Background: an optimization exercise with open tools, aiming at small area, a short achievable clock period and few clock cycles per item. Do not read the settings as production practice.
RTL that was checked went through simulation tests only; none was proved equivalent to the original.
Power is estimated from default activity; no workload was simulated.

==> flow/design.v (excerpt) <==
module exec_unit (
	input  logic               clk,
	input  logic               rst,
	input  logic               in_valid,
	output logic               in_ready,
	input  logic [MODE_W-1:0]  mode,
	input  logic [SUB_W-1:0]   sub_op,
	input  logic [XLEN-1:0]    x1,
	input  logic [XLEN-1:0]    x2,
	input  logic [DEST_W-1:0]  dest_sel,
	input  logic [FDEST_W-1:0] flag_sel,
	output logic               out_valid,
	input  logic               out_ready,
	output logic [XLEN-1:0]    y_lo,
	output logic [XLEN-1:0]    y_hi,
	output logic [DEST_W-1:0]  dest,
	output logic [FDEST_W-1:0] flag_dest,
	output logic               exc,
	output logic [EXC_W-1:0]   exc_code
);
Size in the first run: roughly 4200 cells after synthesis, about 160 I/O pins, ~24000 um2 of cells after synthesis.
==> module int_div, before the edit <==
module int_div (
	input  logic [XLEN-1:0] v,
	output logic [5:0]      n
);
	logic [15:0] a1; logic       c1 [16];
	logic [7:0]  a2; logic [1:0] c2 [8];
	logic [3:0]  a3; logic [2:0] c3 [4];
	logic [1:0]  a4; logic [3:0] c4 [2];
	always_comb begin
		for (int i = 0; i < 16; i++) begin
			a1[i] = v[2*i+1] | v[2*i];
			c1[i] = !v[2*i+1];
		end
		for (int i = 0; i < 8; i++) begin
			a2[i] = a1[2*i+1] | a1[2*i];
			c2[i] = a1[2*i+1] ? {1'b0, c1[2*i+1]} : {1'b1, c1[2*i]};
		end
		for (int i = 0; i < 4; i++) begin
			a3[i] = a2[2*i+1] | a2[2*i];
			c3[i] = a2[2*i+1] ? {1'b0, c2[2*i+1]} : {1'b1, c2[2*i]};
		end
		for (int i = 0; i < 2; i++) begin
			a4[i] = a3[2*i+1] | a3[2*i];
			c4[i] = a3[2*i+1] ? {1'b0, c3[2*i+1]} : {1'b1, c3[2*i]};
		end
		if (a4[1])
			n = {2'b00, c4[1]};
		else if (a4[0])
			n = {2'b01, c4[0]};
		else
			n = 6'd32;
	end
endmodule
==> flow/config.mk <==
export PLATFORM = sky130hd
export DESIGN_NAME = exec_unit
export DESIGN_NICKNAME = exec_unit
export VERILOG_FILES = /design/flow/design.v
export SDC_FILE = /design/flow/constraint.sdc
export NUM_CORES = 4
export LEC_CHECK = 0
export ABC_AREA = 1
export CAP_MARGIN = 20
export CORE_MARGIN = 2
export CORE_UTILIZATION = 40
export CTS_BUF_LIST = sky130_fd_sc_hd__clkbuf_4 sky130_fd_sc_hd__clkbuf_8
export PLACE_DENSITY = 0.6
export SETUP_SLACK_MARGIN = 5
export SLEW_MARGIN = 20
==> flow/constraint.sdc <==
create_clock -name core_clock -period 11.0 [get_ports {clk}]
set_input_delay 2.2000 -clock core_clock [delete_from_list [all_inputs] [get_ports {clk}]]
set_output_delay 2.2000 -clock core_clock [all_outputs]
set_load 0.01 [all_outputs]
standard.sh (not shown) runs the stock make flow with config.mk's settings and CLKGATE_MAP_FILE= SYNTH_SCRIPT=/design/flow/synth_recipe.tcl, a recipe that flattens the netlist after the stock synthesis.
==> flow/flow/run.sh <==
#!/bin/bash
# The standard layout, with plain buffers on the ports
set -euo pipefail
bash standard.sh "BUFFER_PORTS_ARGS=-buffer_cell sky130_fd_sc_hd__buf_2" finish > standard_flow.log 2>&1
Change:
--- a/flow/design.v
+++ b/flow/design.v
@@ -69,37 +69,15 @@
 import exec_pkg::*;
 module int_div (
 	input  logic [XLEN-1:0] v,
 	output logic [5:0]      n
 );
-	logic [15:0] a1; logic       c1 [16];
-	logic [7:0]  a2; logic [1:0] c2 [8];
-	logic [3:0]  a3; logic [2:0] c3 [4];
-	logic [1:0]  a4; logic [3:0] c4 [2];
 	always_comb begin
-		for (int i = 0; i < 16; i++) begin
-			a1[i] = v[2*i+1] | v[2*i];
-			c1[i] = !v[2*i+1];
-		end
-		for (int i = 0; i < 8; i++) begin
-			a2[i] = a1[2*i+1] | a1[2*i];
-			c2[i] = a1[2*i+1] ? {1'b0, c1[2*i+1]} : {1'b1, c1[2*i]};
-		end
-		for (int i = 0; i < 4; i++) begin
-			a3[i] = a2[2*i+1] | a2[2*i];
-			c3[i] = a2[2*i+1] ? {1'b0, c2[2*i+1]} : {1'b1, c2[2*i]};
-		end
-		for (int i = 0; i < 2; i++) begin
-			a4[i] = a3[2*i+1] | a3[2*i];
-			c4[i] = a3[2*i+1] ? {1'b0, c3[2*i+1]} : {1'b1, c3[2*i]};
-		end
-		if (a4[1])
-			n = {2'b00, c4[1]};
-		else if (a4[0])
-			n = {2'b01, c4[0]};
-		else
-			n = 6'd32;
+		n = 6'd32;
+		for (int i = 0; i < XLEN; i++)
+			if (v[i])
+				n = 6'(XLEN - 1 - i);
 	end
 endmodule
 import exec_pkg::*;
 module int_arith (
 	input  logic            do_mul,
Sequential power rose by about 2%. Setup slack improves by 0.037 ns. Critical path depth is higher by 5. Wire length decreases by 14%. Final cell count is lower by 14%. Area after synthesis went down by 10%. Non-clock buffer count rose by 50. Final area decreases by 3.9%.
Testbench counts after the change, summed over its fixed seeds: cycles 73,067, ops 32,000.
No functional check of the RTL was part of the first run of this note.

---

exec_unit, a different RTL version from the one above (not shown whole).
For scale: ~160 I/O pins, about 23000 sq um of cells after synthesis.
clock: 11.0 ns
lec_check: 0
abc_area: 1
cap_margin: 30
core_margin: 2
core_utilization: 40
cts_buf_list: sky130_fd_sc_hd__clkbuf_4 sky130_fd_sc_hd__clkbuf_8
place_density: 0.6
setup_slack_margin: 5
slew_margin: 30
==> flow/flow/run.sh <==
#!/bin/bash
# The standard layout, with plain buffers on the ports and the timing repair aiming further below the clock period
set -euo pipefail
bash standard.sh SETUP_SLACK_MARGIN=6 "BUFFER_PORTS_ARGS=-buffer_cell sky130_fd_sc_hd__buf_2" finish > standard_flow.log 2>&1
The first run finished clean.
Testbench counts at the start, summed over its fixed seeds: cycles 73,845, ops 32,000.
Then changed:
--- a/flow/design.v
+++ b/flow/design.v
@@ -244,32 +244,32 @@
 	assign is_mul   = is_arith && (sub_op == ARITH_MUL);
 	assign is_div   = is_arith && (sub_op == ARITH_DIV);
 	assign div_zero = is_div && (x2 == '0);
 	assign sh_bad   = (mode == MODE_SHIFT) && ((x2[XLEN-1:6] != '0) || (x2[5] && (x2[4:0] != '0)));
 	assign raise    = div_zero || sh_bad;
 	assign long_op  = is_mul || (is_div && !div_zero);
 	assign known    = is_arith || (mode == MODE_SHIFT) || (mode == MODE_LOGIC) ||
 		(mode == MODE_MOVE) || (mode == MODE_CMP) || (mode == MODE_SEXT);
 	assign in_ready = !busy && (!out_valid || out_ready);
 	assign accept   = in_valid && in_ready;
-	logic [5:0] norm_amt, namt, lza_raw, lza, lzb_raw, lzb, th_amt;
+	logic [5:0] norm_amt, lza, lzb_raw, lzb, th_amt;
 	logic [4:0] rot_amt;
 	logic [XLEN-1:0] rot_src, rot, therm, spill, simple_lo, simple_hi;
 	logic [XLEN-1:0] r0, r1, r2, r3;
 	assign rot_src = busy ? y_lo : x1;
-	assign rot_amt = busy ? (namt[4:0] & {5{!namt[5]}}) : (sub_op[0] ? 5'd0 - x2[4:0] : x2[4:0]);
+	assign rot_amt = busy ? (norm_amt[4:0] & {5{!norm_amt[5]}}) : (sub_op[0] ? 5'd0 - x2[4:0] : x2[4:0]);
 	assign r0  = rot_amt[0] ? {rot_src[XLEN-2:0], rot_src[XLEN-1]} : rot_src;
 	assign r1  = rot_amt[1] ? {r0[XLEN-3:0], r0[XLEN-1:XLEN-2]} : r0;
 	assign r2  = rot_amt[2] ? {r1[XLEN-5:0], r1[XLEN-1:XLEN-4]} : r1;
 	assign r3  = rot_amt[3] ? {r2[XLEN-9:0], r2[XLEN-1:XLEN-8]} : r2;
 	assign rot = rot_amt[4] ? {r3[XLEN-17:0], r3[XLEN-1:XLEN-16]} : r3;
-	assign th_amt  = busy ? {namt[5], namt[4:0] & {5{!namt[5]}}} : x2[5:0];
+	assign th_amt  = busy ? {norm_amt[5], norm_amt[4:0] & {5{!norm_amt[5]}}} : x2[5:0];
 	always_comb begin
 		for (int i = 0; i < XLEN; i++)
 			therm[i] = (6'(i) < th_amt);
 		for (int i = 0; i < XLEN; i++)
 			spill[i] = (!busy && sub_op[0]) ? therm[XLEN-1-i] : therm[i];
 	end
 	exec_simple u_simple (
 		.mode   (mode),
 		.sub_op (sub_op),
 		.x1     (x1),
@@ -303,27 +303,26 @@
 		.cin     (cin)
 	);
 	int_mul u_add (
 		.acc (acc_in),
 		.m   ({bs, b}),
 		.d0  (d0),
 		.d1  (d1),
 		.cin (cin),
 		.sum (sum)
 	);
-	int_div u_lza (.v(x1 ^ {XLEN{x1[XLEN-1]}}), .n(lza_raw));
-	int_div u_lzb (.v(x2 ^ {XLEN{x2[XLEN-1]}}), .n(lzb_raw));
-	assign lza = !x1[XLEN-1] ? lza_raw : sgn ? lza_raw - 6'd1 : 6'd0;
-	assign lzb = !x2[XLEN-1] ? lzb_raw : sgn ? (lzb_raw[5] ? 6'd31 : lzb_raw) : 6'd0;
+	int_div u_lza (.v(y_lo), .n(lza));
+	int_div u_lzb (.v(b ^ {XLEN{bs}}), .n(lzb_raw));
+	assign lzb      = lzb_raw[5] ? 6'd31 : lzb_raw;
 	assign norm_amt = 6'd31 + lza - lzb;
 	logic qz, div_end, rem_neg;
-	assign qz      = namt[5];
+	assign qz      = norm_amt[5];
 	assign rem_neg = sum[XLEN+4];
 	assign div_end = (s_norm && qz) || (s_div && last && !rem_neg) || (s_corr && !mul_op);
 	always_ff @(posedge clk) begin
 		if (rst) begin
 			busy      <= 1'b0;
 			out_valid <= 1'b0;
 		end else begin
 			if (out_valid && out_ready)
 				out_valid <= 1'b0;
 			if (accept) begin
@@ -416,39 +415,39 @@
 			hx        <= 1'b0;
 			hf        <= use_sum;
 			hc        <= sum_c;
 			hs        <= sum_s;
 			b         <= x2;
 			bs        <= sgn && x2[XLEN-1];
 			corr      <= !sgn && x1[XLEN-1];
 			mul_op    <= is_mul;
 			neg_q     <= sgn && (x1[XLEN-1] ^ x2[XLEN-1]);
 			neg_r     <= sgn && x1[XLEN-1];
-			cnt       <= is_mul ? 5'd7 : 5'(lzb - lza);
-			namt      <= norm_amt;
+			cnt       <= 5'd7;
 			dest      <= (raise || !known) ? '0 : dest_sel;
 			flag_dest <= (raise || !known) ? '0 : flag_sel;
 			exc       <= raise;
 			code_lo   <= div_zero ? 2'd1 : sub_op[0] ? 2'd3 : 2'd2;
 		end else if (busy) begin
 			if (s_mul) begin
 				{hx, hi_r} <= sum[XLEN+4:4];
 				y_lo       <= {sum[3:0], y_lo[XLEN-1:4]};
 			end
 			if (s_mul || s_div)
 				cnt <= cnt - 5'd1;
 			if (s_mag || s_fixq)
 				y_lo <= sum[XLEN-1:0];
 			if (s_fixr || s_corr)
 				hi_r <= sum[XLEN-1:0];
 			if (s_norm) begin
 				hi_r <= rot & spill;
 				y_lo <= rot & ~spill;
+				cnt  <= 5'(lzb - lza);
 			end
 			if (s_div) begin
 				{hx, hi_r} <= sum[XLEN:0];
 				y_lo       <= {y_lo[XLEN-2:0], !rem_neg};
 			end
 		end
 	end
 	assign exc_code = exc ? {5'd0, 1'b1, code_lo} : '0;
 endmodule
=> Worst setup slack loses 0.24 ns; wire length came out higher by a few percent; clock power rose by a little under a tenth; non-clock buffer count rises by 96; cell area increases by a little under a tenth; core utilization rose by 5.3 points; synthesized area decreases by a few percent; die area decreases by a few percent; hold slack loses 0.033 ns; via count increases by a few percent.
The RTL of the second run of this note was laid out without a check of its function.

-- what the ideal ports hide --
Ports are ideal in the flow. The routed layouts listed here were re-timed in OpenROAD.
Step 1 (the two cells are an assumption about what drives the block):
set clk [get_ports {clk}]
set_driving_cell -lib_cell sky130_fd_sc_hd__clkbuf_16 $clk
set_driving_cell -lib_cell sky130_fd_sc_hd__buf_2 [delete_from_list [all_inputs] $clk]
Step 2 times the ports against the registers' clock, not the clock port: input delays grow and output delays shrink by t, the midpoint of the rising clock arrivals with the driver on.
Slacks: ideal / step 1 / step 2; pairs: ideal / step 1.
run	t, ns	setup WS [ns]	worst setup path after step 2	worst slew at a driven data input, ns
the first run of note 1	0.620	5.124 / 5.124 / 4.660	input to register	0.08
the second run of note 1	0.562	5.162 / 5.162 / 4.652	input to register	0.07
the first run of note 2	0.558	5.876 / 5.785 / 5.227	input to register	0.25
the second run of note 2	0.613	5.641 / 5.641 / 5.186	input to register	0.06
After both steps every run listed still meets setup and hold. The setup slack of the first run of note 2, which loses most, moves by -0.091 ns with the drivers and by -0.649 ns with both steps.
